From an optimization exercise on the open Yosys and OpenROAD flow, aimed at small area, a short achievable clock period and few clock cycles; shortcuts taken in it are not production practice. In this exercise RTL edits were held to simulation tests only and were not proved equivalent to the original. No activity file was given, so power comes from the tool's default toggle rates.

[flow/run.sh]
#!/bin/bash
set -euo pipefail
SETUP_MARGIN=8.7
bash standard.sh SETUP_SLACK_MARGIN=$SETUP_MARGIN MATCH_CELL_FOOTPRINT=0 \
    "BUFFER_PORTS_ARGS=-buffer_cell sky130_fd_sc_hd__buf_4" finish > orfs_make.log 2>&1
[standard.sh]
#!/bin/bash
# synth_recipe.tcl (not shown) runs the flow's synth.tcl, then flattens the netlist and writes it again
# the make line also repeats each setting of config.mk as NAME=value (left out here)
make -C /OpenROAD-flow-scripts/flow DESIGN_CONFIG=/design/flow/config.mk WORK_HOME=/design/flow/orfs CLKGATE_MAP_FILE= SYNTH_SCRIPT=/design/flow/synth_recipe.tcl "${@:-finish}"
[config.mk]
export PLATFORM = sky130hd
export DESIGN_NAME = conv_top
export DESIGN_NICKNAME = conv_top
export VERILOG_FILES = /design/flow/design.v
export SDC_FILE = /design/flow/constraint.sdc
export NUM_CORES = 4
export LEC_CHECK = 0
export CAP_MARGIN = 20
export CORE_MARGIN = 2
export CORE_UTILIZATION = 70
export CTS_CLUSTER_DIAMETER = 70
export CTS_CLUSTER_SIZE = 25
export SLEW_MARGIN = 20
[constraint.sdc]
create_clock -name core_clock -period 12.5 [get_ports {clk}]
set_input_delay 2.5000 -clock core_clock [delete_from_list [all_inputs] [get_ports {clk}]]
set_output_delay 2.5000 -clock core_clock [all_outputs]
set_load 0.01 [all_outputs]
[design.v]
package conv_dp_pkg;
    localparam int img_w  = 8;
    localparam int img_h  = 8;
    localparam int k_size = 3;
    localparam int n_taps = k_size * k_size;
    localparam int col_w  = $clog2(img_w);
    localparam int row_w  = $clog2(img_h);
    localparam int pix_w   = 8;
    localparam int wt_w    = 2;
    localparam int scale_w = 8;
    localparam int sum_w   = 13;  
    localparam int res_w   = 21;
    localparam int n_pix = img_w * img_h;
    localparam int n_res = (img_w - k_size + 1) * (img_h - k_size + 1);
    localparam logic [wt_w-1:0] wt_pos = 2'b01;
    localparam logic [wt_w-1:0] wt_neg = 2'b11;
    typedef logic [$clog2(n_pix)-1:0] pix_addr_t;
    typedef logic [5:0]               res_addr_t;
    typedef struct packed {
        logic             valid;
        logic             win_ok;  
        logic [pix_w-1:0] data;
    } pix_t;
    typedef struct packed {
        logic                         valid;
        logic [n_taps-1:0][pix_w-1:0] taps;  
    } win_t;
    typedef struct packed {
        logic                    valid;
        logic signed [res_w-1:0] data;
    } res_t;
    typedef struct packed {
        logic             en;
        pix_addr_t        addr;
        logic [pix_w-1:0] data;
    } feat_wr_t;
endpackage
package conv_cfg_pkg;
    localparam int apb_aw = 12;
    localparam int apb_dw = 32;
    localparam logic [apb_aw-1:0] addr_ctrl    = 12'h000;  
    localparam logic [apb_aw-1:0] addr_status  = 12'h004;  
    localparam logic [apb_aw-1:0] addr_weights = 12'h008;
    localparam logic [apb_aw-1:0] addr_scale   = 12'h00C;
    localparam logic [apb_aw-1:0] feat_base = 12'h100;
    localparam logic [apb_aw-1:0] res_base  = 12'h200;
    localparam int wt_bits = 18;  
    typedef struct packed {
        logic [wt_bits-1:0]              weights;
        logic [7:0]         scale;  
    } conv_cfg_t;
endpackage
module conv_regs (
    input  logic        clk,
    input  logic        rst_n,
    input  logic [11:0] paddr,
    input  logic        psel,
    input  logic        penable,
    input  logic        pwrite,
    input  logic [31:0] pwdata,
    output logic [31:0] prdata,
    output logic        pready,
    output logic        pslverr,
    output logic        feat_we,
    output logic [5:0]  feat_addr,
    output logic [7:0]  feat_data,
    output logic [8:0]  pos,
    output logic [8:0]  neg,
    output logic [3:0]  nneg,
    output logic        step,
    output logic        first,
    output logic [7:0]  bsel,
    output logic [35:0] sel_oh,
    output logic [3:0]  nneg_snap,
    output logic [14:0] booth,
    output logic        rd_res,
    output logic [17:0] misc,
    input  logic [20:0] rdata,
    input  logic        rsign
);
    logic [7:0]  scale;
    logic [8:0]  wsgn;       
    logic [17:0] weights;    
    logic        busy;
    logic        done;
    logic        run_q;
    logic        first_q;
    logic [7:0]  boh;
    logic [5:0]  ptr;
    logic        w1;
    logic        w2;
    logic        rdy_q;
    logic        acc_q;
    logic        wr_q;
    logic        ctrl_q;
    logic        wts_q;
    logic        scl_q;
    logic        feat_q;
    logic        err_q;
    logic [5:0]  idx_q;
    logic setup;
    logic a_ctrl, a_status, a_wts, a_scl, a_feat, a_res, mapped;
    logic finishing;
    logic [17:0] misc_d;
    assign setup    = psel && !penable;
    assign a_ctrl   = (paddr == 12'h000);
    assign a_status = (paddr == 12'h004);
    assign a_wts    = (paddr == 12'h008);
    assign a_scl    = (paddr == 12'h00C);
    assign a_feat   = (paddr[11:8] == 4'h1) && (paddr[1:0] == 2'b00);
    assign a_res    = (paddr[11:8] == 4'h2) && (paddr[1:0] == 2'b00) && (paddr[7:2] < 6'd36);
    assign mapped   = a_ctrl || a_status || a_wts || a_scl || a_feat || a_res;
    assign finishing = run_q && boh[0];
    for (genvar n = 0; n < 9; n++)
    begin : g_wr
        assign weights[2*n]   = pos[n] | neg[n];
        assign weights[2*n+1] = wsgn[n];
    end
    always_comb
    begin
        misc_d = '0;
        if (a_status)
            misc_d[1:0] = {done || finishing, busy && !finishing};
        else if (a_wts)
            misc_d = weights;
        else if (a_scl)
            misc_d[7:0] = scale;
    end
    always_ff @(posedge clk)
    begin
        wr_q      <= pwrite;
        ctrl_q    <= a_ctrl;
        wts_q     <= a_wts;
        scl_q     <= a_scl;
        feat_q    <= a_feat;
        err_q     <= !mapped || (a_res && pwrite);
        idx_q     <= paddr[7:2];
    end
    assign rd_res = a_res && !pwrite;
    assign misc   = misc_d;
    assign pready  = rdy_q;
    assign pslverr = err_q;
    assign prdata  = {{6{rsign}}, {5{rdata[20]}}, rdata};
    logic wcommit;
    logic start_now;
    assign wcommit   = acc_q && wr_q;
    assign start_now = setup && a_ctrl && pwrite && pwdata[0] && !(busy && !finishing);
    assign feat_we   = wcommit && feat_q && !busy;
    assign feat_addr = idx_q;
    assign feat_data = pwdata[7:0];    
    assign step   = run_q;
    assign first  = first_q;
    assign bsel   = boh;
    always_ff @(posedge clk)
        nneg <= 4'(neg[0]) + 4'(neg[1]) + 4'(neg[2]) + 4'(neg[3]) + 4'(neg[4])
              + 4'(neg[5]) + 4'(neg[6]) + 4'(neg[7]) + 4'(neg[8]);
    logic [10:0] sx;
    logic [14:0] booth_d;
    assign sx = {2'b00, scale, 1'b0};
    always_comb
    begin
        for (int i = 0; i < 3; i++)
        begin
            case (sx[3*i +: 4])
                4'b0001, 4'b0010: booth_d[5*i +: 5] = 5'b00001;
                4'b0011, 4'b0100: booth_d[5*i +: 5] = 5'b00010;
                4'b0101, 4'b0110: booth_d[5*i +: 5] = 5'b00100;
                4'b0111:          booth_d[5*i +: 5] = 5'b01000;
                4'b1000:          booth_d[5*i +: 5] = 5'b11000;
                4'b1001, 4'b1010: booth_d[5*i +: 5] = 5'b10100;
                4'b1011, 4'b1100: booth_d[5*i +: 5] = 5'b10010;
                4'b1101, 4'b1110: booth_d[5*i +: 5] = 5'b10001;
                default:          booth_d[5*i +: 5] = 5'b00000;
            endcase
        end
    end
    always_ff @(posedge clk)
    begin
        if (first_q)
        begin
            nneg_snap <= nneg;
            booth     <= booth_d;
        end
    end
    logic res_rd;
    logic hit;
    assign res_rd = setup && a_res && !pwrite;
    assign hit    = (paddr[7:2] == ptr);
    always_ff @(posedge clk or negedge rst_n)
    begin
        if (!rst_n)
        begin
            wsgn    <= '0;
            pos     <= '0;
            neg     <= '0;
            scale   <= '0;
            busy    <= 1'b0;
            done    <= 1'b0;
            run_q   <= 1'b0;
            first_q <= 1'b0;
            boh     <= 8'b1;
        end
        else
        begin
            if (wcommit && wts_q)
            begin
                for (int n = 0; n < 9; n++)
                begin
                    wsgn[n] <= pwdata[2*n+1];
                    pos[n]  <= pwdata[2*n] && !pwdata[2*n+1];
                    neg[n]  <= pwdata[2*n] && pwdata[2*n+1];
                end
            end
            if (wcommit && scl_q)
                scale <= pwdata[7:0];
            first_q <= start_now;
            if (start_now)
            begin
                busy   <= 1'b1;
                done   <= 1'b0;
                run_q  <= 1'b1;
                boh    <= 8'b10;
            end
            else if (run_q)
            begin
                if (!finishing)
                    boh <= {boh[6:0], boh[7]};
                if (finishing)
                begin
                    run_q <= 1'b0;
                    busy  <= 1'b0;
                    done  <= 1'b1;
                end
            end
        end
    end
    always_ff @(posedge clk)
    begin
        acc_q <= setup;
        if (first_q)
        begin
            ptr    <= '0;
            sel_oh <= 36'b1;
        end
        else if (w1)
        begin
            ptr    <= idx_q;
            sel_oh <= 36'b1 << idx_q;
        end
        else if (res_rd)
        begin
            ptr    <= (ptr == 6'd35) ? 6'd0 : ptr + 6'd1;
            sel_oh <= {sel_oh[34:0], sel_oh[35]};
        end
        w1    <= res_rd && !hit;
        w2    <= w1;
        rdy_q <= !((res_rd && !hit) || w1 || w2);
    end
endmodule
module feature_scan (
    input  logic        clk,
    input  logic        we,
    input  logic [5:0]  waddr,
    input  logic [7:0]  wdata,
    input  logic [7:0]  bsel,
    output logic [63:0] pbits
);
    logic [7:0] mem [64];
    for (genvar p = 0; p < 64; p++)
    begin : g_pix
        always_ff @(posedge clk)
        begin
            if (we && (waddr == 6'(p)))
                mem[p] <= wdata;
        end
        assign pbits[p] = |(mem[p] & bsel);
    end
endmodule
module window_buffer (
    input  logic             clk,
    input  logic [36*12-1:0] sums,
    input  logic [35:0]      sel_oh,     
    input  logic [3:0]       nneg_snap,
    input  logic [14:0]      booth,      
    input  logic             rd_res,     
    input  logic [17:0]      misc,       
    output logic [20:0]      rdata,
    output logic             rsign       
);
    logic [11:0]        sel;
    logic signed [12:0] p1;
    logic [14:0]        p3;      
    logic signed [12:0] v;
    always_comb
    begin
        sel = '0;
        for (int k = 0; k < 36; k++)
            sel = sel | (sums[k*12 +: 12] & {12{sel_oh[k]}});
    end
    assign v = {5'({1'b0, sel[11:8]} - {1'b0, nneg_snap}), sel[7:0]};
    logic [14:0] v1, v2;
    assign v1 = {{2{v[12]}}, v};
    assign v2 = {v[12], v, 1'b0};
    logic [14:0] t3g0, t3p0, v3;
    assign t3g0 = v1 & v2;
    assign t3p0 = v1 ^ v2;
    logic [14:0] t3g1, t3p1;
    for (genvar b = 0; b < 15; b++)
    begin : g_t30
        if (b >= 1)
        begin : g_op
            assign t3g1[b] = t3g0[b] | (t3p0[b] & t3g0[b-1]);
            assign t3p1[b] = t3p0[b] & t3p0[b-1];
        end
        else
        begin : g_pass
            assign t3g1[b] = t3g0[b];
            assign t3p1[b] = t3p0[b];
        end
    end
    logic [14:0] t3g2, t3p2;
    for (genvar b = 0; b < 15; b++)
    begin : g_t31
        if (b >= 2)
        begin : g_op
            assign t3g2[b] = t3g1[b] | (t3p1[b] & t3g1[b-2]);
            assign t3p2[b] = t3p1[b] & t3p1[b-2];
        end
        else
        begin : g_pass
            assign t3g2[b] = t3g1[b];
            assign t3p2[b] = t3p1[b];
        end
    end
    logic [14:0] t3g3, t3p3;
    for (genvar b = 0; b < 15; b++)
    begin : g_t32
        if (b >= 4)
        begin : g_op
            assign t3g3[b] = t3g2[b] | (t3p2[b] & t3g2[b-4]);
            assign t3p3[b] = t3p2[b] & t3p2[b-4];
        end
        else
        begin : g_pass
            assign t3g3[b] = t3g2[b];
            assign t3p3[b] = t3p2[b];
        end
    end
    logic [14:0] t3g4, t3p4;
    for (genvar b = 0; b < 15; b++)
    begin : g_t33
        if (b >= 8)
        begin : g_op
            assign t3g4[b] = t3g3[b] | (t3p3[b] & t3g3[b-8]);
            assign t3p4[b] = t3p3[b] & t3p3[b-8];
        end
        else
        begin : g_pass
            assign t3g4[b] = t3g3[b];
            assign t3p4[b] = t3p3[b];
        end
    end
    assign v3 = t3p0 ^ {t3g4[13:0], 1'b0};
    always_ff @(posedge clk)
    begin
        p1 <= v;
        p3 <= v3;
    end
    logic [14:0] pp0;
    logic [14:0] pp1;
    logic [14:0] pp2;
    logic [14:0] m1, m2, m4;
    assign m1 = {{2{p1[12]}}, p1};
    assign m2 = {p1[12], p1, 1'b0};
    assign m4 = {p1, 2'b0};
    assign pp0 = (({15{booth[0]}} & m1) | ({15{booth[1]}} & m2)
                 | ({15{booth[2]}} & p3) | ({15{booth[3]}} & m4)) ^ {15{booth[4]}};
    assign pp1 = (({15{booth[5]}} & m1) | ({15{booth[6]}} & m2)
                 | ({15{booth[7]}} & p3) | ({15{booth[8]}} & m4)) ^ {15{booth[9]}};
    assign pp2 = (({15{booth[10]}} & m1) | ({15{booth[11]}} & m2)
                 | ({15{booth[12]}} & p3) | ({15{booth[13]}} & m4)) ^ {15{booth[14]}};
    logic s1;
    logic c2;
    logic s3;
    logic c4;
    logic s5;
    logic c6;
    logic s7;
    logic c8;
    logic s9;
    logic c10;
    logic s11;
    logic c12;
    logic s13;
    logic c14;
    logic s15;
    logic c16;
    logic s17;
    logic c18;
    logic s19;
    logic c20;
    logic s21;
    logic c22;
    logic s23;
    logic c24;
    logic s25;
    logic c26;
    logic s27;
    logic c28;
    logic s29;
    logic c30;
    assign s1 = booth[9] ^ pp0[3];
    assign c2 = booth[9] & pp0[3];
    assign s3 = pp0[4] ^ pp1[1];
    assign c4 = pp0[4] & pp1[1];
    assign s5 = pp0[5] ^ pp1[2];
    assign c6 = pp0[5] & pp1[2];
    assign s7 = pp0[6] ^ pp1[3] ^ pp2[0];
    assign c8 = (pp0[6] & pp1[3]) | (pp0[6] & pp2[0]) | (pp1[3] & pp2[0]);
    assign s9 = pp0[7] ^ pp1[4] ^ pp2[1];
    assign c10 = (pp0[7] & pp1[4]) | (pp0[7] & pp2[1]) | (pp1[4] & pp2[1]);
    assign s11 = pp0[8] ^ pp1[5] ^ pp2[2];
    assign c12 = (pp0[8] & pp1[5]) | (pp0[8] & pp2[2]) | (pp1[5] & pp2[2]);
    assign s13 = pp0[9] ^ pp1[6] ^ pp2[3];
    assign c14 = (pp0[9] & pp1[6]) | (pp0[9] & pp2[3]) | (pp1[6] & pp2[3]);
    assign s15 = pp0[10] ^ pp1[7] ^ pp2[4];
    assign c16 = (pp0[10] & pp1[7]) | (pp0[10] & pp2[4]) | (pp1[7] & pp2[4]);
    assign s17 = pp0[11] ^ pp1[8] ^ pp2[5];
    assign c18 = (pp0[11] & pp1[8]) | (pp0[11] & pp2[5]) | (pp1[8] & pp2[5]);
    assign s19 = pp0[12] ^ pp1[9] ^ pp2[6];
    assign c20 = (pp0[12] & pp1[9]) | (pp0[12] & pp2[6]) | (pp1[9] & pp2[6]);
    assign s21 = pp0[13] ^ pp1[10] ^ pp2[7];
    assign c22 = (pp0[13] & pp1[10]) | (pp0[13] & pp2[7]) | (pp1[10] & pp2[7]);
    assign s23 = ~(~pp0[14]) ^ pp1[11] ^ pp2[8];
    assign c24 = (~(~pp0[14]) & pp1[11]) | (~(~pp0[14]) & pp2[8]) | (pp1[11] & pp2[8]);
    assign s25 = ~(pp1[12]) ^ pp2[9] ^ ~pp0[14];
    assign c26 = (~(pp1[12]) & pp2[9]) | (~(pp1[12]) & ~pp0[14]) | (pp2[9] & ~pp0[14]);
    assign s27 = ~(pp1[13]) ^ pp2[10] ^ pp1[12];
    assign c28 = (~(pp1[13]) & pp2[10]) | (~(pp1[13]) & pp1[12]) | (pp2[10] & pp1[12]);
    assign s29 = ~pp1[14] ^ pp2[11] ^ pp1[13];
    assign c30 = (~pp1[14] & pp2[11]) | (~pp1[14] & pp1[13]) | (pp2[11] & pp1[13]);
    logic [20:0] ra, rb;
    assign ra = {~pp2[14], ~(pp2[13]), ~(pp2[12]), s29, s27, s25, s23, s21, s19, s17, s15, s13, s11, s9, s7, s5, s3, pp1[0], pp0[2], pp0[1], booth[4]};
    assign rb = {pp2[13], pp2[12], c30, c28, c26, c24, c22, c20, c18, c16, c14, c12, c10, c8, c6, c4, c2, s1, 1'b0, 1'b0, pp0[0]};
    logic [20:0] kg0, kp0;
    assign kg0 = ra & rb;
    assign kp0 = ra ^ rb;
    logic [20:0] kg1, kp1;
    for (genvar b = 0; b < 21; b++)
    begin : g_ks0
        if (b >= 1)
        begin : g_op
            assign kg1[b] = kg0[b] | (kp0[b] & kg0[b-1]);
            assign kp1[b] = kp0[b] & kp0[b-1];
        end
        else
        begin : g_pass
            assign kg1[b] = kg0[b];
            assign kp1[b] = kp0[b];
        end
    end
    logic [20:0] kg2, kp2;
    for (genvar b = 0; b < 21; b++)
    begin : g_ks1
        if (b >= 2)
        begin : g_op
            assign kg2[b] = kg1[b] | (kp1[b] & kg1[b-2]);
            assign kp2[b] = kp1[b] & kp1[b-2];
        end
        else
        begin : g_pass
            assign kg2[b] = kg1[b];
            assign kp2[b] = kp1[b];
        end
    end
    logic [20:0] kg3, kp3;
    for (genvar b = 0; b < 21; b++)
    begin : g_ks2
        if (b >= 4)
        begin : g_op
            assign kg3[b] = kg2[b] | (kp2[b] & kg2[b-4]);
            assign kp3[b] = kp2[b] & kp2[b-4];
        end
        else
        begin : g_pass
            assign kg3[b] = kg2[b];
            assign kp3[b] = kp2[b];
        end
    end
    logic [20:0] kg4, kp4;
    for (genvar b = 0; b < 21; b++)
    begin : g_ks3
        if (b >= 8)
        begin : g_op
            assign kg4[b] = kg3[b] | (kp3[b] & kg3[b-8]);
            assign kp4[b] = kp3[b] & kp3[b-8];
        end
        else
        begin : g_pass
            assign kg4[b] = kg3[b];
            assign kp4[b] = kp3[b];
        end
    end
    logic [20:0] kg5, kp5;
    for (genvar b = 0; b < 21; b++)
    begin : g_ks4
        if (b >= 16)
        begin : g_op
            assign kg5[b] = kg4[b] | (kp4[b] & kg4[b-16]);
            assign kp5[b] = kp4[b] & kp4[b-16];
        end
        else
        begin : g_pass
            assign kg5[b] = kg4[b];
            assign kp5[b] = kp4[b];
        end
    end
    logic [20:0] prod;
    assign prod = kp0 ^ {kg5[19:0], 1'b0};
    always_ff @(posedge clk)
    begin
        rdata <= rd_res ? prod : {3'b0, misc};
        rsign <= rd_res & p1[12] & (|{booth[13:10], booth[8:5], booth[3:0]});
    end
endmodule
module ternary_mac (
    input  logic             clk,
    input  logic [63:0]      pbits,
    input  logic [8:0]       pos,     
    input  logic [8:0]       neg,     
    input  logic [3:0]       nneg,
    input  logic             step,
    input  logic             first,
    output logic [36*12-1:0] sums     
);
    for (genvar r = 0; r < 6; r++)
    begin : g_r
        for (genvar c = 0; c < 6; c++)
        begin : g_c
            logic [8:0] g;
            logic [3:0] pc;
            logic [3:0] pc_q;
            logic [3:0] cin;
            logic [4:0] t;
            logic [7:0] low;
            logic [3:0] cy;
            for (genvar i = 0; i < 3; i++)
            begin : g_i
                for (genvar j = 0; j < 3; j++)
                begin : g_j
                    assign g[3*i+j] = pbits[(r+i)*8 + c + j] ? pos[3*i+j] : neg[3*i+j];
                end
            end
            logic sa, ca, sb, cb, sc, cc, cd, se, ce, cf;
            assign sa = g[0] ^ g[1] ^ g[2];
            assign ca = (g[0] & g[1]) | (g[0] & g[2]) | (g[1] & g[2]);
            assign sb = g[3] ^ g[4] ^ g[5];
            assign cb = (g[3] & g[4]) | (g[3] & g[5]) | (g[4] & g[5]);
            assign sc = g[6] ^ g[7] ^ g[8];
            assign cc = (g[6] & g[7]) | (g[6] & g[8]) | (g[7] & g[8]);
            assign pc[0] = sa ^ sb ^ sc;
            assign cd    = (sa & sb) | (sa & sc) | (sb & sc);
            assign se    = ca ^ cb ^ cc;
            assign ce    = (ca & cb) | (ca & cc) | (cb & cc);
            assign pc[1] = se ^ cd;
            assign cf    = se & cd;
            assign pc[2] = ce ^ cf;
            assign pc[3] = ce & cf;
            assign cin = first ? nneg : cy;
            logic k1, k2, k3;
            assign t[0] = pc_q[0] ^ cin[0];
            assign k1   = pc_q[0] & cin[0];
            assign t[1] = pc_q[1] ^ cin[1] ^ k1;
            assign k2   = (pc_q[1] & cin[1]) | (pc_q[1] & k1) | (cin[1] & k1);
            assign t[2] = pc_q[2] ^ cin[2] ^ k2;
            assign k3   = (pc_q[2] & cin[2]) | (pc_q[2] & k2) | (cin[2] & k2);
            assign t[3] = pc_q[3] ^ cin[3] ^ k3;
            assign t[4] = (pc_q[3] & cin[3]) | (pc_q[3] & k3) | (cin[3] & k3);
            always_ff @(posedge clk)
            begin
                pc_q <= pc;
                if (step)
                begin
                    low <= {t[0], low[7:1]};
                    cy  <= t[4:1];
                end
            end
            assign sums[(6*r+c)*12 +: 12] = {cy, low};
        end
    end
endmodule
module conv_top (
    input  logic        clk,
    input  logic        rst_n,
    input  logic [11:0] paddr,
    input  logic        psel,
    input  logic        penable,
    input  logic        pwrite,
    input  logic [31:0] pwdata,
    output logic [31:0] prdata,
    output logic        pready,
    output logic        pslverr
);
    logic        feat_we;
    logic [5:0]  feat_addr;
    logic [7:0]  feat_data;
    logic [8:0]  pos;
    logic [8:0]  neg;
    logic [3:0]  nneg;
    logic        step;
    logic        first;
    logic [7:0]  bsel;
    logic [35:0] sel_oh;
    logic [3:0]  nneg_snap;
    logic [14:0] booth;
    logic        rd_res;
    logic [17:0] misc;
    logic [20:0] rdata;
    logic        rsign;
    logic [63:0] pbits;
    logic [36*12-1:0] sums;
    conv_regs u_regs (
        .clk        (clk),
        .rst_n      (rst_n),
        .paddr      (paddr),
        .psel       (psel),
        .penable    (penable),
        .pwrite     (pwrite),
        .pwdata     (pwdata),
        .prdata     (prdata),
        .pready     (pready),
        .pslverr    (pslverr),
        .feat_we    (feat_we),
        .feat_addr  (feat_addr),
        .feat_data  (feat_data),
        .pos        (pos),
        .neg        (neg),
        .nneg       (nneg),
        .step       (step),
        .first      (first),
        .bsel       (bsel),
        .sel_oh     (sel_oh),
        .nneg_snap  (nneg_snap),
        .booth      (booth),
        .rd_res     (rd_res),
        .misc       (misc),
        .rdata      (rdata),
        .rsign      (rsign)
    );
    feature_scan u_scan (
        .clk    (clk),
        .we     (feat_we),
        .waddr  (feat_addr),
        .wdata  (feat_data),
        .bsel   (bsel),
        .pbits  (pbits)
    );
    ternary_mac u_mac (
        .clk     (clk),
        .pbits   (pbits),
        .pos     (pos),
        .neg     (neg),
        .nneg    (nneg),
        .step    (step),
        .first   (first),
        .sums    (sums)
    );
    window_buffer u_rd (
        .clk        (clk),
        .sums       (sums),
        .sel_oh     (sel_oh),
        .nneg_snap  (nneg_snap),
        .booth      (booth),
        .rd_res     (rd_res),
        .misc       (misc),
        .rdata      (rdata),
        .rsign      (rsign)
    );
endmodule
==> results of run 1 <==
## cell families (layout without fill, tap and decap cells)
family	after synthesis	after routing	share of synthesized area
AOI/OAI and AO/OA	1147	1147	0.130
xor gates and xnor gates	64	64	0.00946
adders and majority gates	464	464	0.137
buffers and inverters	798	851	0.0518
DFF	1262	1262	0.593
muxes	140	140	0.0241
and+or+nand+nor	711	715	0.0551
## final cells by class
type / count / area, um^2
flip-flops and latches: 1262 / 35200
multi-input cells: 2530 / 21800
fillers: 5189 / 18900
repair buffers: 241 / 2390
inverters: 500 / 1880
clock buffers: 83 / 1760
well taps: 1134 / 1420
clock inverters: 27 / 362
## per-stage QoR
stage	cells	setup WS [ps]	instance area, um^2	power (mW)	hold WS (ps)
after global placement	5552	6980	60500	4.97	382
after floorplan	4586	8040	59400	4.80	366
after detailed placement	5553	6960	60600	4.97	387
final	5777	8680	64800	7.40	392
after CTS	5732	8620	63900	7.39	399
after global routing	5777	8600	64800	7.56	409
## registers in the layout (all words and copies together), names as in the netlist, 13 cells and up
signal              flops
u_mac.g_r.g_c.cy      144
u_mac.g_r.g_c.low     288
u_mac.g_r.g_c.pc_q    144
u_rd.p1                13
u_rd.p3                13
u_rd.rdata             21
u_regs.booth           14
u_regs.sel_oh          36
u_scan.mem            512
## metal layers
| layer | global-route usage | up-vias |
|---|---|---|
| met3 | 0.0733 | 494 |
| met1 | 0.516 | 19400 |
| met2 | 0.594 | 2481 |
| met5 | 0 | - |
| met4 | 0.200 | 0 |
| li1 | - | 16600 |
## worst paths after layout
check / startpoint / to / cells past startpoint
max in group asynchronous: rst_n / u_regs.first_q$_DFF_PN0_ / 1
max reg2reg: u_regs.sel_oh[18]$_SDFFE_PP0P_ / u_rd.p3[12]$_DFF_P_ / 13
max: paddr[10] / u_regs.sel_oh[19]$_SDFFE_PP0P_ / 10
min reg2reg: u_regs.w2$_DFF_P_ / u_regs.rdy_q$_DFF_P_ / 1
min in group asynchronous: rst_n / u_regs.boh[5]$_DFFE_PN0P_ / 1
min: u_regs.w2$_DFF_P_ / u_regs.rdy_q$_DFF_P_ / 1
## power by group
| group | internal [mW] | switching [mW] |
|---|---|---|
| logic | 0.122 | 0.228 |
| registers | 4.50 | 0.0595 |
| clock network | 1.11 | 1.37 |
## cells in the final DEF (no fill, tap or decap), types with 145 or more instances in the layout
master,count
ha_1,145
a22oi_1,410
nor2_1,348
inv_1,492
dfxtp_1,234
fa_1,306
a21oi_1,293
buf_4,185
o21ai_0,150
edfxtp_1,962
## cells in the mapped netlist (7+ instances only)
master and number:
nand3_1 21, dfxtp_1 253, o22ai_1 22, a31oi_1 10
and3_1 7, xor2_1 21, a22o_1 66, nand4_1 115
a221oi_1 66, a21o_1 17, mux2i_1 120, xnor2_1 43
o31ai_1 8, buf_2 10, inv_2 7, a211oi_1 10
and2_1 8, inv_1 493, fa_1 307, edfxtp_1 962
o21ai_0 166, mux2_2 20, a21oi_1 300, buf_4 12
buf_1 28, nor2_1 363, ha_1 156, nand2b_1 22
nor2b_1 15, o211a_1 17, dfrtp_1 46, clkbuf_1 246
nand2_1 95, nor3_1 39, a22oi_1 414
## repair_timing
action | 4_1_cts | 5_1_grt
setup buffers | 64 | 44
setup endpoints to repair | 224 | 144
resized for setup | 77 | 92
gates cloned | 5 | 0
pin swaps | 43 | 42
hold endpoints to repair | 0 | 0
## critical path: stages
cell,delay (ps)
buf_4,110
or4_4,580
a211oi_4,250
buf_12,170
buf_4,120
buf_6,140
nand2_8,100
nor2_2,140
o22ai_1,90
o211a_1,170
==> reports/metrics.yaml, run 1 <==
port_buffers: 68
period_share: 0.305
crit_path_end_kind: "flip-flop"
grt_max_degree: 225
dieArea_um2: 87000
cellLeakagePower_nw: 25.5
synth_ff_type: "edfxtp_1"
worstPathMaxFanout: 10
wl_met3_mm: 17.6
fp.dieH_um: 295
top_layer_used: "met4"
tritoncts: "yes"
cts_htree_levels: 3
min_period_ps: 3820
clk_pin_slew_ps: 100
drt_iter0_markers: 5253
wl_per_cell_um: 28.6
core_area_um2: 83700
grt-ovfl-total: 0
insertion_delay_ps: 660
outcome: "no timing/DRC/antenna violations"
drv_cap: 0
cts-root-buf: "clkbuf_16"
yosysTopAreaCell: "edfxtp_1"
netlist.area_leader.share: 0.488
die-width_um: 295
synth.ff_latch_count: 1262
syn_inst: 4586
synth_enable_flop_cells: 962
pin_count: 83
antenna_found_initial: 3
path_class: "in2reg"
row_count: 106
met1_length_mm: 60.6
cts_hold_buf: 0
diodes: 0
critPathArrivalTime_ps: 4360
tns_ps: 0
syn_area_um2: 59200
synth-async-reset-ratio: 0.0372
grt_pass1_wl_mm: 241
utilization: 0.774
power.density_nw_per_um2: 114
rrSetupSlack_ps: 8680
ant_nets: 0
start_util: 0.708
relSlewSlack: 0.164
finClkSkew_ps: 28.8
finalWirelength_mm: 165
final-setup-viol-count: 0
grt_setup_unrepaired: "true"
final_nets: 5114
crit_path_start_kind: "input port"
ys_warn_count: 5
vias: 39000
gp_congestion: 1.01
hp-class: "reg2reg"
irDropWorstVdd_v: 0.000186
drc: 0
cts_sinks: 1262
drtPass1Iterations: 8
cts_buffers: 67
grt_pass1_vias: 37400
dpl.hpwl_mm: 105
route.met2.wl_mm: 76.9
track_usage: 0.381
cp_data_required_time_ps: 13050
yosysUniqueCellTypes: 70
drv_slew: 0
synthTopCellsByArea: "edfxtp_1 49%, fa_1 10%, dfxtp_1 8.6%, a22oi_1 5.2%, ha_1 3.3%"
via_per_inst: 6.75
max_freq_mhz: 262
drive_gt1_frac: 0.111
syn_nets: 5098
synth-seq-area-share: 0.593
tightest_slew_ps: 1250
synth.avg_cell_area_um2: 12.9
hold_viol_final: 0
cts_max_path_buffers: 3
syn_to_final_growth_pct: 9.33
Testbench counts, summed over its fixed seeds: cycles 10,272.
==> run 2: changes to the inputs <==
--- a/design.v
+++ b/design.v
@@ -71,6 +71,7 @@
     output logic        first,
     output logic [7:0]  bsel,
     output logic [35:0] sel_oh,
+    output logic [7:0]  ph,
     output logic [3:0]  nneg_snap,
     output logic [14:0] booth,
     output logic        rd_res,
@@ -86,14 +87,18 @@
     logic        run_q;
     logic        first_q;
     logic [7:0]  boh;
-    logic [5:0]  ptr;
-    logic        w1;
-    logic        w2;
+    logic [5:0]  sel;        
+    logic [5:0]  selm1;      
+    logic [5:0]  t1, t2;     
+    logic        v1, v2;     
+    logic        inacc;      
+    logic        gapf;       
     logic        rdy_q;
     logic        acc_q;
     logic        wr_q;
     logic        ctrl_q;
     logic        wts_q;
+    logic        st_q;
     logic        scl_q;
     logic        feat_q;
     logic        err_q;
@@ -131,6 +136,7 @@
         wr_q      <= pwrite;
         ctrl_q    <= a_ctrl;
         wts_q     <= a_wts;
+        st_q      <= a_status;
         scl_q     <= a_scl;
         feat_q    <= a_feat;
         err_q     <= !mapped || (a_res && pwrite);
@@ -182,10 +188,16 @@
             booth     <= booth_d;
         end
     end
-    logic res_rd;
-    logic hit;
-    assign res_rd = setup && a_res && !pwrite;
-    assign hit    = (paddr[7:2] == ptr);
+    logic       res_rd;
+    logic [5:0] ri;
+    logic       ready_now;
+    logic       inflight;
+    logic       cmpl;
+    assign res_rd    = setup && a_res && !pwrite;
+    assign ri        = paddr[7:2];
+    assign ready_now = v2 && (t2 == ri);
+    assign inflight  = (v1 && (t1 == idx_q)) || (v2 && (t2 == idx_q)) || (sel == idx_q);
+    assign cmpl      = inacc && rdy_q;
     always_ff @(posedge clk or negedge rst_n)
     begin
         if (!rst_n)
@@ -236,25 +248,49 @@
     end
     always_ff @(posedge clk)
     begin
+        ph <= run_q ? 8'b1 : {ph[6:0], ph[7]};
         acc_q <= setup;
+        t1 <= sel;
+        v1 <= !busy;
+        t2 <= t1;
+        v2 <= v1;
         if (first_q)
         begin
-            ptr    <= '0;
+            sel    <= '0;
+            selm1  <= '1;
             sel_oh <= 36'b1;
+            gapf   <= 1'b1;
         end
-        else if (w1)
+        else if (acc_q && st_q && !wr_q && done && gapf)
         begin
-            ptr    <= idx_q;
-            sel_oh <= 36'b1 << idx_q;
+            sel    <= sel + 6'd1;
+            selm1  <= sel;
+            sel_oh <= sel_oh << 1;
+            gapf   <= 1'b0;
         end
-        else if (res_rd)
+        else if (inacc && !rdy_q && !inflight)
         begin
-            ptr    <= (ptr == 6'd35) ? 6'd0 : ptr + 6'd1;
-            sel_oh <= {sel_oh[34:0], sel_oh[35]};
+            sel    <= idx_q;
+            selm1  <= idx_q - 6'd1;
+            sel_oh <= 36'b1 << idx_q;
+            gapf   <= 1'b0;
         end
-        w1    <= res_rd && !hit;
-        w2    <= w1;
-        rdy_q <= !((res_rd && !hit) || w1 || w2);
+        else if (cmpl && selm1 == idx_q)
+        begin
+            sel    <= sel + 6'd1;
+            selm1  <= sel;
+            sel_oh <= sel_oh << 1;
+        end
+        if (setup)
+            inacc <= res_rd;
+        else if (cmpl)
+            inacc <= 1'b0;
+        if (setup)
+            rdy_q <= !(res_rd && !ready_now);
+        else if (inacc && !rdy_q)
+            rdy_q <= v2 && (t2 == idx_q);
+        else
+            rdy_q <= 1'b1;
     end
 endmodule
 module feature_scan (
@@ -280,6 +316,7 @@
     input  logic             clk,
     input  logic [36*12-1:0] sums,
     input  logic [35:0]      sel_oh,     
+    input  logic [7:0]       ph,         
     input  logic [3:0]       nneg_snap,
     input  logic [14:0]      booth,      
     input  logic             rd_res,     
@@ -288,8 +325,6 @@
     output logic             rsign       
 );
     logic [11:0]        sel;
-    logic signed [12:0] p1;
-    logic [14:0]        p3;      
     logic signed [12:0] v;
     always_comb
     begin
@@ -297,10 +332,20 @@
         for (int k = 0; k < 36; k++)
             sel = sel | (sums[k*12 +: 12] & {12{sel_oh[k]}});
     end
-    assign v = {5'({1'b0, sel[11:8]} - {1'b0, nneg_snap}), sel[7:0]};
+    logic [7:0] low;
+    always_comb
+    begin
+        low = '0;
+        for (int m = 0; m < 8; m++)
+            low = low | ({8{ph[m]}} & ((sel[7:0] << m) | (sel[7:0] >> (8 - m))));
+    end
+    assign v = {5'({1'b0, sel[11:8]} - {1'b0, nneg_snap}), low};
+    logic signed [12:0] q1;
+    always_ff @(posedge clk)
+        q1 <= v;
     logic [14:0] v1, v2;
-    assign v1 = {{2{v[12]}}, v};
-    assign v2 = {v[12], v, 1'b0};
+    assign v1 = {{2{q1[12]}}, q1};
+    assign v2 = {q1[12], q1, 1'b0};
     logic [14:0] t3g0, t3p0, v3;
     assign t3g0 = v1 & v2;
     assign t3p0 = v1 ^ v2;
@@ -361,24 +406,25 @@
         end
     end
     assign v3 = t3p0 ^ {t3g4[13:0], 1'b0};
-    always_ff @(posedge clk)
-    begin
-        p1 <= v;
-        p3 <= v3;
-    end
+    logic [14:0] m1, m2, m3, m4;
+    assign m1 = v1;
+    assign m2 = v2;
+    assign m3 = v3;
+    assign m4 = {q1, 2'b0};
     logic [14:0] pp0;
     logic [14:0] pp1;
     logic [14:0] pp2;
-    logic [14:0] m1, m2, m4;
-    assign m1 = {{2{p1[12]}}, p1};
-    assign m2 = {p1[12], p1, 1'b0};
-    assign m4 = {p1, 2'b0};
-    assign pp0 = (({15{booth[0]}} & m1) | ({15{booth[1]}} & m2)
-                 | ({15{booth[2]}} & p3) | ({15{booth[3]}} & m4)) ^ {15{booth[4]}};
-    assign pp1 = (({15{booth[5]}} & m1) | ({15{booth[6]}} & m2)
-                 | ({15{booth[7]}} & p3) | ({15{booth[8]}} & m4)) ^ {15{booth[9]}};
-    assign pp2 = (({15{booth[10]}} & m1) | ({15{booth[11]}} & m2)
-                 | ({15{booth[12]}} & p3) | ({15{booth[13]}} & m4)) ^ {15{booth[14]}};
+    logic        p1s;      
+    always_ff @(posedge clk)
+    begin
+        p1s <= q1[12];
+        pp0 <= (({15{booth[0]}} & m1) | ({15{booth[1]}} & m2)
+               | ({15{booth[2]}} & m3) | ({15{booth[3]}} & m4)) ^ {15{booth[4]}};
+        pp1 <= (({15{booth[5]}} & m1) | ({15{booth[6]}} & m2)
+               | ({15{booth[7]}} & m3) | ({15{booth[8]}} & m4)) ^ {15{booth[9]}};
+        pp2 <= (({15{booth[10]}} & m1) | ({15{booth[11]}} & m2)
+               | ({15{booth[12]}} & m3) | ({15{booth[13]}} & m4)) ^ {15{booth[14]}};
+    end
     logic s1;
     logic c2;
     logic s3;
@@ -520,7 +566,7 @@
     always_ff @(posedge clk)
     begin
         rdata <= rd_res ? prod : {3'b0, misc};
-        rsign <= rd_res & p1[12] & (|{booth[13:10], booth[8:5], booth[3:0]});
+        rsign <= rd_res & p1s & (|{booth[13:10], booth[8:5], booth[3:0]});
     end
 endmodule
 module ternary_mac (
@@ -579,11 +625,9 @@
             always_ff @(posedge clk)
             begin
                 pc_q <= pc;
+                low  <= {step ? t[0] : low[0], low[7:1]};
                 if (step)
-                begin
-                    low <= {t[0], low[7:1]};
-                    cy  <= t[4:1];
-                end
+                    cy <= t[4:1];
             end
             assign sums[(6*r+c)*12 +: 12] = {cy, low};
         end
@@ -611,6 +655,7 @@
     logic        first;
     logic [7:0]  bsel;
     logic [35:0] sel_oh;
+    logic [7:0]  ph;
     logic [3:0]  nneg_snap;
     logic [14:0] booth;
     logic        rd_res;
@@ -640,6 +685,7 @@
         .first      (first),
         .bsel       (bsel),
         .sel_oh     (sel_oh),
+        .ph         (ph),
         .nneg_snap  (nneg_snap),
         .booth      (booth),
         .rd_res     (rd_res),
@@ -669,6 +715,7 @@
         .clk        (clk),
         .sums       (sums),
         .sel_oh     (sel_oh),
+        .ph         (ph),
         .nneg_snap  (nneg_snap),
         .booth      (booth),
         .rd_res     (rd_res),
==> run 2 against run 1 <==
Net effect:
- hold slack got worse by 58 ps
- utilization decreased by 2.2 points
- global-route usage increased by 1.0 points
- area after synthesis decreased by 0.87%
- cell area decreased by 3.3%
- combinational power increased by 41%
- synthesized cell count increased by 4.5%
- clock-buffer cell count increased by 2
- cell count increased by 0.99%
- critical endpoint is now prdata[20]
- highest routed layer is now met5
==> reports/metrics.yaml, run 2 <==
grt_max_degree: 75
crit_family: "flip-flops"
synth_enable_flop_cells: 675
irDropWorstVdd_v: 0.000169
cellLeakagePower_nw: 25.6
synth.avg_cell_area_um2: 12.3
pin_count: 83
synth-compound-area-share: 0.128
tightest_slew_ps: 1140
via_per_inst: 6.75
drc: 0
yosysUniqueCellTypes: 73
start_util: 0.705
drv_cap: 0
ant_nets: 0
syn_area_um2: 58700
gp_congestion: 1.00
reg_top3: "u_scan.mem (512), u_mac.g_r.g_c.low (288)"
netlist.area_leader.share: 0.345
synthMuxAreaShare: 0.0298
core_area_um2: 83300
utilization: 0.752
final_common_cell: "edfxtp_1"
syn_nets: 5309
path_class: "reg2out"
drtPass1Iterations: 10
cp_data_required_time_ps: 10000
drv_slew: 0
port_buffers: 68
die-width_um: 294
period_share: 0.299
grt-ovfl-total: 0
yosysTopAreaCell: "edfxtp_1"
hp-class: "reg2reg"
dpl.hpwl_mm: 109
cts_buffers: 69
outcome: "no timing/DRC/antenna violations"
fp.dieH_um: 294
drt_iter0_markers: 5267
ys_top_cells_by_count: "675 x edfxtp_1, 602 x dfxtp_1, 476 x inv_1, 432 x a22oi_1, 349 x nor2_1"
critPathLaunch: "u_rd.rdata[20]$_SDFF_PN0_"
synth_xor_area_frac: 0.0140
final_cell_mix: "675 x edfxtp_1, 601 x dfxtp_1, 476 x inv_1"
tns_ps: 0
synth_top_family_by_area: "adder cells"
crit_path_end_kind: "output pin"
row_count: 106
synthSimpleGateAreaFrac: 0.0655
vias: 39400
cp_num_buf_inv: 1
finClkSkew_ps: 45.1
max_stage_delay_ps: 430
tritoncts: "yes"
syn_to_final_growth_pct: 6.69
relSlewSlack: 0.236
regArea_um2: 33500
synth_most_common_cell: "edfxtp_1"
worstHoldStart: "u_mac.g_r[2].g_c[5].low[7]$_DFF_P_"
finalWirelength_mm: 168
grt_setup_unrepaired: "true"
dieArea_um2: 86200
final_nets: 5235
critPathSlowestCell: "dfxtp_2"
grt_pass1_vias: 37900
synth-async-reset-ratio: 0.0355
crit_chain: "buf_4"
syn_inst: 4791
cts_max_path_buffers: 3
final-setup-viol-count: 0
fill_cells: 5446
synthTopCellsByArea: "edfxtp_1 35%, dfxtp_1 21%, fa_1 10%, a22oi_1 5.5%, ha_1 3.5%"
drive_gt1_frac: 0.0758
power.density_nw_per_um2: 124
max_freq_mhz: 267
track_usage: 0.391
regMostFlops: "u_scan.mem"
grt_pass1_wl_mm: 247
cts-root-buf: "clkbuf_16"
largest_register_ffs: 512
synth-seq-area-share: 0.570
worstPathMaxFanout: 6
synthAdderAreaFrac: 0.139
clk_pin_slew_ps: 100
ys_warn_count: 5
synth_ff_type: "edfxtp_1"
min_period_ps: 3740
cts_sinks: 1324
reg2reg_from: "u_regs.boh[2]$_DFFE_PN0P_"
wl_per_cell_um: 28.8
crit_path_start_kind: "flip-flop"
antenna_found_initial: 10
insertion_delay_ps: 670
synth.ff_latch_count: 1324
cts_htree_levels: 3
critPathArrivalTime_ps: 1240
multi_input_comb_area_um2: 22200
hold_viol_final: 0
-- run 2: changes by cell type after synthesis, moves of 27 or more --
cell and change:
a311oi_1 +37, mux2_2 +36, or3_1 +36, edfxtp_1 -287, a221oi_1 -27, a222oi_1 +29
nand2_1 +74, dfxtp_1 +349
-- run 2: per-layer routing --
layer | up-vias | wire (um) | share of wire | track usage
met2 | 2641 | 75900 | 0.45 | 0.596
met5 | - | 71 | 0.00042 | 0
met4 | 12 | 10800 | 0.064 | 0.206
met3 | 542 | 19600 | 0.12 | 0.0816
met1 | 19300 | 61700 | 0.37 | 0.536
li1 | 16900 | - | - | -
-- run 2: per-stage QoR --
step	hold slack (ps)	setup WS [ps]	cells	power, mW	instance area, um^2
floorplan	330	8540	4791	5.05	58800
global placement	333	7760	5677	5.30	59700
detailed placement	337	7730	5679	5.31	59800
CTS	340	8700	5816	7.78	62500
global route	357	8700	5832	7.99	62600
finish	334	8760	5834	7.80	62700
-- run 2: final timing paths --
| path | endpoint | slack (ps) | depth (start not counted) |
|---|---|---|---|
| min in group asynchronous | u_regs.boh[7]$_DFFE_PN0P_ | 1830 | 1 |
| min | u_mac.g_r[2].g_c[5].low[6]$_DFF_P_ | 330 | 0 |
| min reg2reg | u_mac.g_r[2].g_c[5].low[6]$_DFF_P_ | 330 | 0 |
| max | prdata[20] | 8760 | 1 |
| max in group asynchronous | u_regs.first_q$_DFF_PN0_ | 10210 | 1 |
| max reg2reg | u_mac.g_r[2].g_c[4].pc_q[2]$_DFF_P_ | 8780 | 11 |
-- run 2: logic make-up after synthesis --
kind of cell,Yosys count
AOI/OAI and AO/OA,1114
muxes,168
DFF,1324
buffers and inverters,799
adders and majority gates,469
xor gates and xnor gates,94
and+or+nand+nor,823
-- run 2: layout make-up --
cell class,instances,share of cell area
timing repair buffer,171,0.0261
multi-input combinational,2668,0.354
clock inverter,21,0.00519
clock buffer,85,0.0293
inverter,483,0.0289
sequential,1324,0.535
antenna,2,0.0000799
tap,1080,0.0216
-- run 2: what timing repair did --
action | 4_1_cts | 5_1_grt
resized for setup | 17 | 7
pin swaps | 19 | 7
setup buffers | 31 | 15
hold buffers | 0 | 0
setup endpoints to repair | 157 | 54
-- run 2: power by group --
part	internal [mW]	switching (mW)	total, mW
registers	4.59	0.153	4.75
logic	0.178	0.314	0.493
clock network	1.12	1.44	2.56
Testbench counts of run 2, summed over its fixed seeds: cycles 10,320.
==> run 3: changes to the inputs <==
==> flow/run.sh (replaced) <==
#!/bin/bash
set -euo pipefail
SETUP_MARGIN=8.85
bash standard.sh SETUP_SLACK_MARGIN=$SETUP_MARGIN MATCH_CELL_FOOTPRINT=0 \
    "BUFFER_PORTS_ARGS=-buffer_cell sky130_fd_sc_hd__buf_4" finish > orfs_make.log 2>&1
==> run 3 against run 2 <==
Net effect:
- still clean on timing, DRC and antenna
- combinational power grew 5.1%
- setup slack gained 24 ps
- area after synthesis is the same
- clock-buffer cell count grew 3
- global-route usage shrank 0.14 points
- register-to-register slack gained 120 ps
- hold slack gained 10 ps
- utilization grew 0.19 points
- flip-flop and latch count is the same
- non-clock buffer count shrank 8
- total power is essentially flat
- wire length is essentially flat
- highest routed layer unchanged
==> reports/metrics.yaml, run 3 <==
outcome: "no timing/DRC/antenna violations"
cts_max_path_buffers: 3
cts_htree_levels: 3
synth-seq-area-share: 0.570
cp_num_buf_inv: 1
insertion_delay_ps: 660
yosysUniqueCellTypes: 73
reg_top3: "u_scan.mem (512), u_mac.g_r.g_c.low (288)"
tns_ps: 0
grt-ovfl-total: 0
final_common_cell: "edfxtp_1"
power.density_nw_per_um2: 124
fin_area_um2: 62800
finClkSkew_ps: 35.5
ys_warn_count: 5
final-setup-viol-count: 0
dieArea_um2: 86200
core_area_um2: 83300
tightest_slew_ps: 1170
cts_sinks: 1324
max_freq_mhz: 269
netlist.area_leader.share: 0.345
synth.avg_cell_area_um2: 12.3
rrSetupSlack_ps: 8900
cellLeakagePower_nw: 25.6
row_count: 106
cts-root-buf: "clkbuf_16"
drive_gt1_frac: 0.0764
ant_nets: 0
tritoncts: "yes"
start_util: 0.705
hp-class: "reg2reg"
final_nets: 5229
relSlewSlack: 0.219
final_cell_mix: "675 x edfxtp_1, 598 x dfxtp_1, 477 x inv_1"
drc: 0
gp_congestion: 0.974
cts_buffers: 69
grt_pass1_wl_mm: 246
largest_register_ffs: 512
synth_most_common_cell: "edfxtp_1"
track_usage: 0.390
syn_to_final_growth_pct: 6.97
via_per_inst: 6.71
irDropWorstVdd_v: 0.000128
synth_ff_type: "edfxtp_1"
grt_setup_unrepaired: "true"
p_total_mw: 7.79
clk_pin_slew_ps: 100
path_class: "reg2out"
fp.dieH_um: 294
syn_inst: 4791
regMostFlops: "u_scan.mem"
drtPass1Iterations: 9
placed_area_um2: 59800
critPathSlowestCell: "dfxtp_4"
critPathArrivalTime_ps: 1220
grt_max_degree: 166
crit_path_start_kind: "flip-flop"
drv_slew: 0
dpl.hpwl_mm: 108
drv_cap: 0
min_period_ps: 3720
syn_nets: 5309
antenna_found_initial: 5
die-width_um: 294
crit_family: "flip-flops"
worstPathMaxFanout: 6
period_share: 0.297
grt_pass1_vias: 37600
hold_viol_final: 0
drt_iter0_markers: 5290
crit_path_end_kind: "output pin"
yosysTopAreaCell: "edfxtp_1"
cts_hold_buf: 0
vias: 39200
finalWirelength_mm: 168
crit_chain: "buf_6"
synth.ff_latch_count: 1324
synthTopCellsByArea: "edfxtp_1 35%, dfxtp_1 21%, fa_1 10%, a22oi_1 5.5%, ha_1 3.5%"
synth_enable_flop_cells: 675
syn_area_um2: 58700
cp_data_required_time_ps: 10000
port_buffers: 68
wl_per_cell_um: 28.8
pin_count: 83
max_stage_delay_ps: 430
ys_top_cells_by_count: "675 x edfxtp_1, 602 x dfxtp_1, 476 x inv_1, 432 x a22oi_1, 349 x nor2_1"
synth-async-reset-ratio: 0.0355
## run 3: cell counts after synthesis
Identical to the previous run, type by type.
## run 3: area by class of cell
| cell class | instances | area [um^2] |
|---|---|---|
| repair buffers | 163 | 1770 |
| clock buffers | 88 | 1850 |
| flip-flops and latches | 1324 | 33500 |
| clock inverters | 25 | 289 |
| diodes | 5 | 12.5 |
| multi-input cells | 2670 | 22200 |
| well taps | 1080 | 1350 |
| inverters | 483 | 1810 |
| fillers | 5453 | 20500 |
## run 3: kinds of logic (layout without fill, tap and decap cells)
group | Yosys count | count (layout) | share of synthesized area
flip-flops | 1324 | 1324 | 0.570
AND/OR/NAND/NOR | 823 | 825 | 0.0655
buffers and inverters | 799 | 759 | 0.0527
XOR/XNOR | 94 | 94 | 0.0140
multiplexers | 168 | 168 | 0.0298
other | 0 | 5 | 0
adder cells (fa/ha/maj) | 469 | 469 | 0.139
AO/OA/AOI/OAI | 1114 | 1114 | 0.128
## run 3: worst paths after layout
kind                                               startpoint                             endpoint  cells after the start
min in group asynchronous                               rst_n            u_regs.boh[7]$_DFFE_PN0P_                      1
max reg2reg                         u_regs.boh[4]$_DFFE_PN0P_  u_mac.g_r[1].g_c[0].pc_q[2]$_DFF_P_                     11
min reg2reg                u_mac.g_r[3].g_c[4].low[4]$_DFF_P_   u_mac.g_r[3].g_c[4].low[3]$_DFF_P_                      0
min                        u_mac.g_r[3].g_c[4].low[4]$_DFF_P_   u_mac.g_r[3].g_c[4].low[3]$_DFF_P_                      0
max in group asynchronous                               rst_n             u_regs.first_q$_DFF_PN0_                      1
max                                 u_rd.rdata[20]$_SDFF_PN0_                           prdata[23]                      1
## run 3: layer usage
metal	wire length [um]	track usage	up-vias
met4	9560	0.185	4
met2	77000	0.599	2442
met5	23	0	-
met1	63400	0.542	19400
li1	-	-	16900
met3	18100	0.0760	515
## run 3: stage by stage
stage               hold WS, ps   util  setup WS (ps)  cells
floorplan                   330      -           8540   4791
global placement            334  0.718           7750   5679
detailed placement          337  0.718           7730   5679
CTS                         342  0.752           8780   5827
global route                345  0.754           8720   5835
finish                      344  0.754           8780   5838
## run 3: where the power goes
group / switching [mW] / leakage [nW] / total (mW) / internal (mW)
logic: 0.337 / 13.1 / 0.518 / 0.181
registers: 0.131 / 11.5 / 4.72 / 4.59
clock network: 1.44 / 1.04 / 2.55 / 1.11
total: 1.91 / 25.6 / 7.79 / 5.89
## run 3: timing repair
action / 4_1_cts / 5_1_grt
gates cloned: 1 / 2
pin swaps: 28 / 4
buffers inserted: 34 / 4
resized for setup: 37 / 24
endpoints found under the setup margin: 217 / 60
==> run 4: changes to the inputs <==
==> flow/run.sh (replaced) <==
#!/bin/bash
set -euo pipefail
SETUP_MARGIN=9.0
bash standard.sh SETUP_SLACK_MARGIN=$SETUP_MARGIN MATCH_CELL_FOOTPRINT=0 \
    "BUFFER_PORTS_ARGS=-buffer_cell sky130_fd_sc_hd__buf_4" finish > orfs_make.log 2>&1
==> run 4 against run 3 <==
Net effect:
- clock power increased by 2%
- synthesized cell count unchanged
- setup slack gained 19 ps
- flip-flop and latch count stayed put
- critical endpoint unchanged
- highest routed layer unchanged
==> reports/metrics.yaml, run 4 <==
outcome: "no timing/DRC/antenna violations"
synth_enable_flop_cells: 675
ys_top_cells_by_count: "675 x edfxtp_1, 602 x dfxtp_1, 476 x inv_1, 432 x a22oi_1, 349 x nor2_1"
yosysTopAreaCell: "edfxtp_1"
fin_area_um2: 63500
cts_buffers: 68
drive_gt1_frac: 0.0911
synth-async-reset-ratio: 0.0355
ys_warn_count: 5
syn_area_um2: 58700
final_cell_mix: "675 x edfxtp_1, 579 x dfxtp_1, 476 x inv_1"
tritoncts: "yes"
synthTopCellsByArea: "edfxtp_1 35%, dfxtp_1 21%, fa_1 10%, a22oi_1 5.5%, ha_1 3.5%"
track_usage: 0.389
dieArea_um2: 86200
dp.cells: 5670
fp.dieH_um: 294
largest_register_ffs: 512
multi_input_comb_area_um2: 22200
via_per_inst: 6.71
max_stage_delay_ps: 420
port_buffers: 68
final_nets: 5273
cellLeakagePower_nw: 25.9
finalWirelength_mm: 168
placed_area_um2: 59700
start_util: 0.705
drv_slew: 0
gp_congestion: 0.941
row_count: 106
pin_count: 83
irDropWorstVdd_v: 0.000168
grt_max_degree: 83
worstPathMaxFanout: 6
final-setup-viol-count: 0
syn_inst: 4791
critPathSlowestCell: "dfxtp_4"
crit_path_start_kind: "flip-flop"
period_share: 0.296
cts_htree_levels: 3
crit_family: "flip-flops"
insertion_delay_ps: 680
grt_pass1_vias: 37500
drc: 0
grt_setup_unrepaired: "true"
max_freq_mhz: 270
synth_most_common_cell: "edfxtp_1"
cts_sinks: 1324
grt_pass1_wl_mm: 245
min_period_ps: 3700
fill_cells: 5326
drt_iter0_markers: 4976
synth_ff_type: "edfxtp_1"
hp-class: "reg2reg"
relSlewSlack: 0.267
core_area_um2: 83300
regMostFlops: "u_scan.mem"
regArea_um2: 33600
wl_per_cell_um: 28.6
cp_data_required_time_ps: 10000
syn_to_final_growth_pct: 8.13
drv_cap: 0
ant_nets: 0
synth-seq-area-share: 0.570
cts_max_path_buffers: 3
grt-ovfl-total: 0
power.density_nw_per_um2: 123
critPathArrivalTime_ps: 1200
crit_path_end_kind: "output pin"
synth.avg_cell_area_um2: 12.3
syn_nets: 5309
finClkSkew_ps: 35.5
fin_cells: 5881
whs_ps: 346
vias: 39500
reg_top3: "u_scan.mem (512), u_mac.g_r.g_c.low (288)"
netlist.area_leader.share: 0.345
cts-root-buf: "clkbuf_16"
tightest_slew_ps: 1100
cp_num_buf_inv: 1
hold_viol_final: 0
yosysUniqueCellTypes: 73
crit_chain: "buf_6"
utilization: 0.762
dpl.hpwl_mm: 108
synth.ff_latch_count: 1324
final_common_cell: "edfxtp_1"
die-width_um: 294
antenna_found_initial: 12
clk_pin_slew_ps: 90
drtPass1Iterations: 12
path_class: "reg2out"
cts_hold_buf: 0
tns_ps: 0
run 4: kinds of logic after synthesis:
family / count (synthesis) / synth area share
AOI/OAI and AO/OA: 1114 / 0.128
xor gates and xnor gates: 94 / 0.0140
adders and majority gates: 469 / 0.139
buffers and inverters: 799 / 0.0527
DFF: 1324 / 0.570
muxes: 168 / 0.0298
and+or+nand+nor: 823 / 0.0655
run 4: final timing paths:
kind | slack, ps | depth (start not counted) | end | startpoint
hold / removal | 350 | 0 | u_mac.g_r[5].g_c[1].low[2]$_DFF_P_ | u_mac.g_r[5].g_c[1].low[3]$_DFF_P_
max in group asynchronous | 10180 | 1 | u_regs.first_q$_DFF_PN0_ | rst_n
min in group asynchronous | 1820 | 1 | u_regs.boh[3]$_DFFE_PN0P_ | rst_n
setup / recovery | 8800 | 1 | prdata[23] | u_rd.rdata[20]$_SDFF_PN0_
hold reg to reg | 350 | 0 | u_mac.g_r[5].g_c[1].low[2]$_DFF_P_ | u_mac.g_r[5].g_c[1].low[3]$_DFF_P_
setup reg to reg | 9060 | 11 | u_mac.g_r[2].g_c[2].pc_q[2]$_DFF_P_ | u_regs.boh[0]$_DFFE_PN1P_
run 4: cell type report:
class,count,area share
timing repair buffer,209,0.0362
clock inverter,23,0.00504
sequential,1324,0.529
inverter,483,0.0286
clock buffer,90,0.0298
multi-input combinational,2669,0.350
tap,1080,0.0213
antenna,3,0.000118
run 4: repair_timing:
action,in CTS,in global routing
gates resized for setup,103,38
pin swaps,37,10
endpoints found under the setup margin,262,141
cloned,1,1
buffers inserted,60,33
run 4: layer usage:
metal / track usage / routed length [um] / vias to the layer above
met4: 0.198 / 9840 / 8
met5: 0 / 43 / -
met1: 0.538 / 63300 / 19500
met2: 0.596 / 77200 / 2507
met3: 0.0718 / 18100 / 482
li1: - / - / 17000
run 4: stage by stage:
step / power, mW / worst slack [ps]
final: 7.83 / 8800
after global routing: 8.02 / 8760
after CTS: 7.81 / 8780
after detailed placement: 5.32 / 7590
after global placement: 5.31 / 7620
after floorplan: 5.05 / 8540
run 4: report_power, final:
group          internal, mW  switching (mW)
combinational         0.179           0.324
clock                  1.15            1.43
sequential             4.59           0.150
==> run 5: changes to the inputs <==
--- a/design.v
+++ b/design.v
@@ -72,6 +72,7 @@
     output logic [7:0]  bsel,
     output logic [35:0] sel_oh,
     output logic [7:0]  ph,
+    output logic        fin,        
     output logic [3:0]  nneg_snap,
     output logic [14:0] booth,
     output logic        rd_res,
@@ -116,6 +117,7 @@
     assign a_res    = (paddr[11:8] == 4'h2) && (paddr[1:0] == 2'b00) && (paddr[7:2] < 6'd36);
     assign mapped   = a_ctrl || a_status || a_wts || a_scl || a_feat || a_res;
     assign finishing = run_q && boh[0];
+    assign fin       = finishing;
     for (genvar n = 0; n < 9; n++)
     begin : g_wr
         assign weights[2*n]   = pos[n] | neg[n];
@@ -250,8 +252,8 @@
     begin
         ph <= run_q ? 8'b1 : {ph[6:0], ph[7]};
         acc_q <= setup;
-        t1 <= sel;
-        v1 <= !busy;
+        t1 <= finishing ? 6'd0 : sel;    
+        v1 <= !busy || finishing;    
         t2 <= t1;
         v2 <= v1;
         if (first_q)
@@ -317,6 +319,8 @@
     input  logic [36*12-1:0] sums,
     input  logic [35:0]      sel_oh,     
     input  logic [7:0]       ph,         
+    input  logic             fin,        
+    input  logic [11:0]      sum0_next,  
     input  logic [3:0]       nneg_snap,
     input  logic [14:0]      booth,      
     input  logic             rd_res,     
@@ -341,8 +345,10 @@
     end
     assign v = {5'({1'b0, sel[11:8]} - {1'b0, nneg_snap}), low};
     logic signed [12:0] q1;
+    logic signed [12:0] vfin;
+    assign vfin = {5'({1'b0, sum0_next[11:8]} - {1'b0, nneg_snap}), sum0_next[7:0]};
     always_ff @(posedge clk)
-        q1 <= v;
+        q1 <= fin ? vfin : v;
     logic [14:0] v1, v2;
     assign v1 = {{2{q1[12]}}, q1};
     assign v2 = {q1[12], q1, 1'b0};
@@ -577,7 +583,8 @@
     input  logic [3:0]       nneg,
     input  logic             step,
     input  logic             first,
-    output logic [36*12-1:0] sums     
+    output logic [36*12-1:0] sums,    
+    output logic [11:0]      sum0_next   
 );
     for (genvar r = 0; r < 6; r++)
     begin : g_r
@@ -630,6 +637,20 @@
                     cy <= t[4:1];
             end
             assign sums[(6*r+c)*12 +: 12] = {cy, low};
+            if (r == 0 && c == 0)
+            begin : g_next
+                logic [4:0] tl;
+                logic l1, l2, l3;
+                assign tl[0] = pc_q[0] ^ cy[0];
+                assign l1    = pc_q[0] & cy[0];
+                assign tl[1] = pc_q[1] ^ cy[1] ^ l1;
+                assign l2    = (pc_q[1] & cy[1]) | (pc_q[1] & l1) | (cy[1] & l1);
+                assign tl[2] = pc_q[2] ^ cy[2] ^ l2;
+                assign l3    = (pc_q[2] & cy[2]) | (pc_q[2] & l2) | (cy[2] & l2);
+                assign tl[3] = pc_q[3] ^ cy[3] ^ l3;
+                assign tl[4] = (pc_q[3] & cy[3]) | (pc_q[3] & l3) | (cy[3] & l3);
+                assign sum0_next = {tl[4:1], tl[0], low[7:1]};
+            end
         end
     end
 endmodule
@@ -664,6 +685,8 @@
     logic        rsign;
     logic [63:0] pbits;
     logic [36*12-1:0] sums;
+    logic [11:0] sum0_next;
+    logic        fin;
     conv_regs u_regs (
         .clk        (clk),
         .rst_n      (rst_n),
@@ -686,6 +709,7 @@
         .bsel       (bsel),
         .sel_oh     (sel_oh),
         .ph         (ph),
+        .fin        (fin),
         .nneg_snap  (nneg_snap),
         .booth      (booth),
         .rd_res     (rd_res),
@@ -709,13 +733,16 @@
         .nneg    (nneg),
         .step    (step),
         .first   (first),
-        .sums    (sums)
+        .sums      (sums),
+        .sum0_next (sum0_next)
     );
     window_buffer u_rd (
         .clk        (clk),
         .sums       (sums),
         .sel_oh     (sel_oh),
         .ph         (ph),
+        .fin        (fin),
+        .sum0_next  (sum0_next),
         .nneg_snap  (nneg_snap),
         .booth      (booth),
         .rd_res     (rd_res),
==> flow/run.sh (replaced) <==
#!/bin/bash
set -euo pipefail
SETUP_MARGIN=8.7
bash standard.sh SETUP_SLACK_MARGIN=$SETUP_MARGIN MATCH_CELL_FOOTPRINT=0 \
    "BUFFER_PORTS_ARGS=-buffer_cell sky130_fd_sc_hd__buf_4" finish > orfs_make.log 2>&1
==> run 5 against run 4 <==
Net effect:
- still clean
- clock power is 3% lower
- critical path depth is 9 higher
- total power is 0.97% lower
- flip-flop and latch count stayed put
- wire length is 0.39% higher
- cell count hardly changed
- sequential power hardly changed
- register-to-register slack worse by 220 ps
- hold slack worse by 2.7 ps
- largest cell class unchanged
==> reports/metrics.yaml, run 5 <==
ant_nets: 0
synth.ff_latch_count: 1324
period_share: 0.300
final_cell_mix: "675 x edfxtp_1, 602 x dfxtp_1, 483 x inv_1"
port_buffers: 68
reg2reg_from: "u_regs.boh[0]$_DFFE_PN1P_"
seqPwrFrac: 0.611
worstPathMaxFanout: 9
cts-root-buf: "clkbuf_16"
dieArea_um2: 86700
synth.avg_cell_area_um2: 12.2
drv_slew: 0
hp-class: "reg2reg"
syn_nets: 5358
clk_pin_slew_ps: 100
gp_congestion: 0.991
path_class: "in2reg"
synthTopCellsByArea: "edfxtp_1 34%, dfxtp_1 20%, fa_1 11%, a22oi_1 5.1%, ha_1 3.5%"
outcome: "no timing/DRC/antenna violations"
min_period_ps: 3740
grt_max_degree: 106
grt-ovfl-total: 0
syn_area_um2: 59100
utilization: 0.755
reg_top3: "u_scan.mem (512), u_mac.g_r.g_c.low (288)"
pin_count: 83
final_nets: 5286
cts_buffers: 68
syn_to_final_growth_pct: 6.79
ys_top_cells_by_count: "675 x edfxtp_1, 602 x dfxtp_1, 484 x inv_1, 404 x a22oi_1, 357 x nor2_1"
ys_warn_count: 5
grt_pass1_vias: 37800
dpl.hpwl_mm: 111
fp.dieH_um: 294
swShare: 0.246
cts_hold_buf: 0
met3_usage: 0.0734
cp_data_required_time_ps: 13090
grtUsageMet2: 0.597
power.density_nw_per_um2: 123
syn_inst: 4836
fin_cells: 5884
drv_cap: 0
crit_end: "u_rd.rdata[17]$_DFF_P_"
insertion_delay_ps: 680
worstRegToRegCells: 11
yosysUniqueCellTypes: 78
drc: 0
power.switching_mw: 1.90
critPathLaunch: "paddr[10]"
critPathArrivalTime_ps: 4330
antenna_found_initial: 9
drt_iter0_markers: 4999
worstHoldStart: "u_mac.g_r[2].g_c[3].low[6]$_DFF_P_"
cts_max_path_buffers: 3
grt.busiest_layer: "met2"
tns_ps: 0
irDropWorstVdd_v: 0.000167
final_common_cell: "edfxtp_1"
clkPwrFrac: 0.324
tightest_slew_ps: 1230
synth_enable_flop_cells: 675
hold_viol_final: 0
start_util: 0.707
fill_cells: 5512
rrSetupSlack_ps: 8840
grt_setup_unrepaired: "false"
wl_per_cell_um: 28.7
largest_register_ffs: 512
multi_input_comb_area_um2: 22400
die-width_um: 294
cts_sinks: 1324
synth-seq-area-share: 0.567
regArea_um2: 33500
regMostFlops: "u_scan.mem"
dp.cells: 5723
row_count: 106
drtPass1Iterations: 10
crit_path_end_kind: "flip-flop"
reg2reg_to: "u_mac.g_r[5].g_c[5].pc_q[2]$_DFF_P_"
yosysTopAreaCell: "edfxtp_1"
synth-async-reset-ratio: 0.0355
final-setup-viol-count: 0
cts_htree_levels: 3
synth_ff_type: "edfxtp_1"
drive_gt1_frac: 0.0791
vias: 39500
crit_path_start_kind: "input port"
core_area_um2: 83600
met1_usage: 0.543
finClkSkew_ps: 32.4
diodes: 0
cellLeakagePower_nw: 25.9
tritoncts: "yes"
track_usage: 0.394
p_int_mw: 5.85
max_freq_mhz: 267
whs_ps: 344
synth_most_common_cell: "edfxtp_1"
netlist.area_leader.share: 0.343
power_frac_comb: 0.065
finalWirelength_mm: 169
grt_pass1_wl_mm: 249
relSlewSlack: 0.176
via_per_inst: 6.72
==> run 5: through the flow <==
step	worst slack, ps	instance area (um^2)	power (mW)
6_report	8760	63100	7.76
5_1_grt	8660	63100	7.95
4_1_cts	8680	62800	7.74
3_5_place_dp	7540	60100	5.32
3_3_place_gp	7540	60100	5.31
2_1_floorplan	8400	59100	5.05
==> run 5: critical path: stages <==
cell and delay, ps:
buf_4 110, or4_4 550, nor2_4 140, nor4b_4 190, buf_4 190, nand2_4 110, nor2_4 200, clkbuf_2 190
nand2_1 80, o21ai_1 70
==> run 5: timing repair <==
action | CTS | global route
setup buffers | 31 | 20
pin swaps | 23 | 6
resized for setup | 16 | 14
setup endpoints to repair | 199 | 96
==> run 5: logic make-up (layout without fill, tap and decap cells) <==
logic type | Yosys count | after routing | share of synthesized area
DFF | 1324 | 1324 | 0.567
buffers and inverters | 815 | 783 | 0.0538
adders and majority gates | 473 | 473 | 0.140
muxes | 167 | 167 | 0.0295
and+or+nand+nor | 824 | 824 | 0.0648
AOI/OAI and AO/OA | 1139 | 1139 | 0.131
xor gates and xnor gates | 94 | 94 | 0.0141
==> run 5: worst min path at each step <==
stage	cells after the start	to	slack (ps)
global route	0	u_mac.g_r[4].g_c[3].low[5]$_DFF_P_	350
finish	0	u_mac.g_r[2].g_c[3].low[5]$_DFF_P_	340
detailed placement	0	u_mac.g_r[2].g_c[1].low[3]$_DFF_P_	340
global placement	0	u_mac.g_r[4].g_c[3].low[1]$_DFF_P_	330
floorplan	0	u_regs.v2$_DFF_P_	330
CTS	0	u_mac.g_r[1].g_c[2].low[3]$_DFF_P_	350
==> run 5: routing by layer <==
metal,share of wire,vias up
met5,0.00058,-
met4,0.065,14
met3,0.11,528
met2,0.45,2554
met1,0.37,19400
li1,-,17000
==> run 5: final cells by class <==
class                           instances  share of cell area
Clock buffer                           82              0.0285
Clock inverter                         28             0.00502
Inverter                              491              0.0292
Multi-Input combinational cell       2697               0.356
Sequential cell                      1324               0.531
Tap cell                             1080              0.0214
Timing Repair Buffer                  182              0.0287
==> run 5: power by group through the flow <==
stage          Combinational, mW  Clock [mW]  Sequential (mW)
3_3_place_gp               0.480           0             4.83
2_1_floorplan              0.326           0             4.73
5_1_grt                    0.539        2.67             4.74
4_1_cts                    0.491        2.52             4.73
6_report                   0.502        2.51             4.74
3_5_place_dp               0.486           0             4.83
Testbench counts of run 5, summed over its fixed seeds: cycles 10,272.
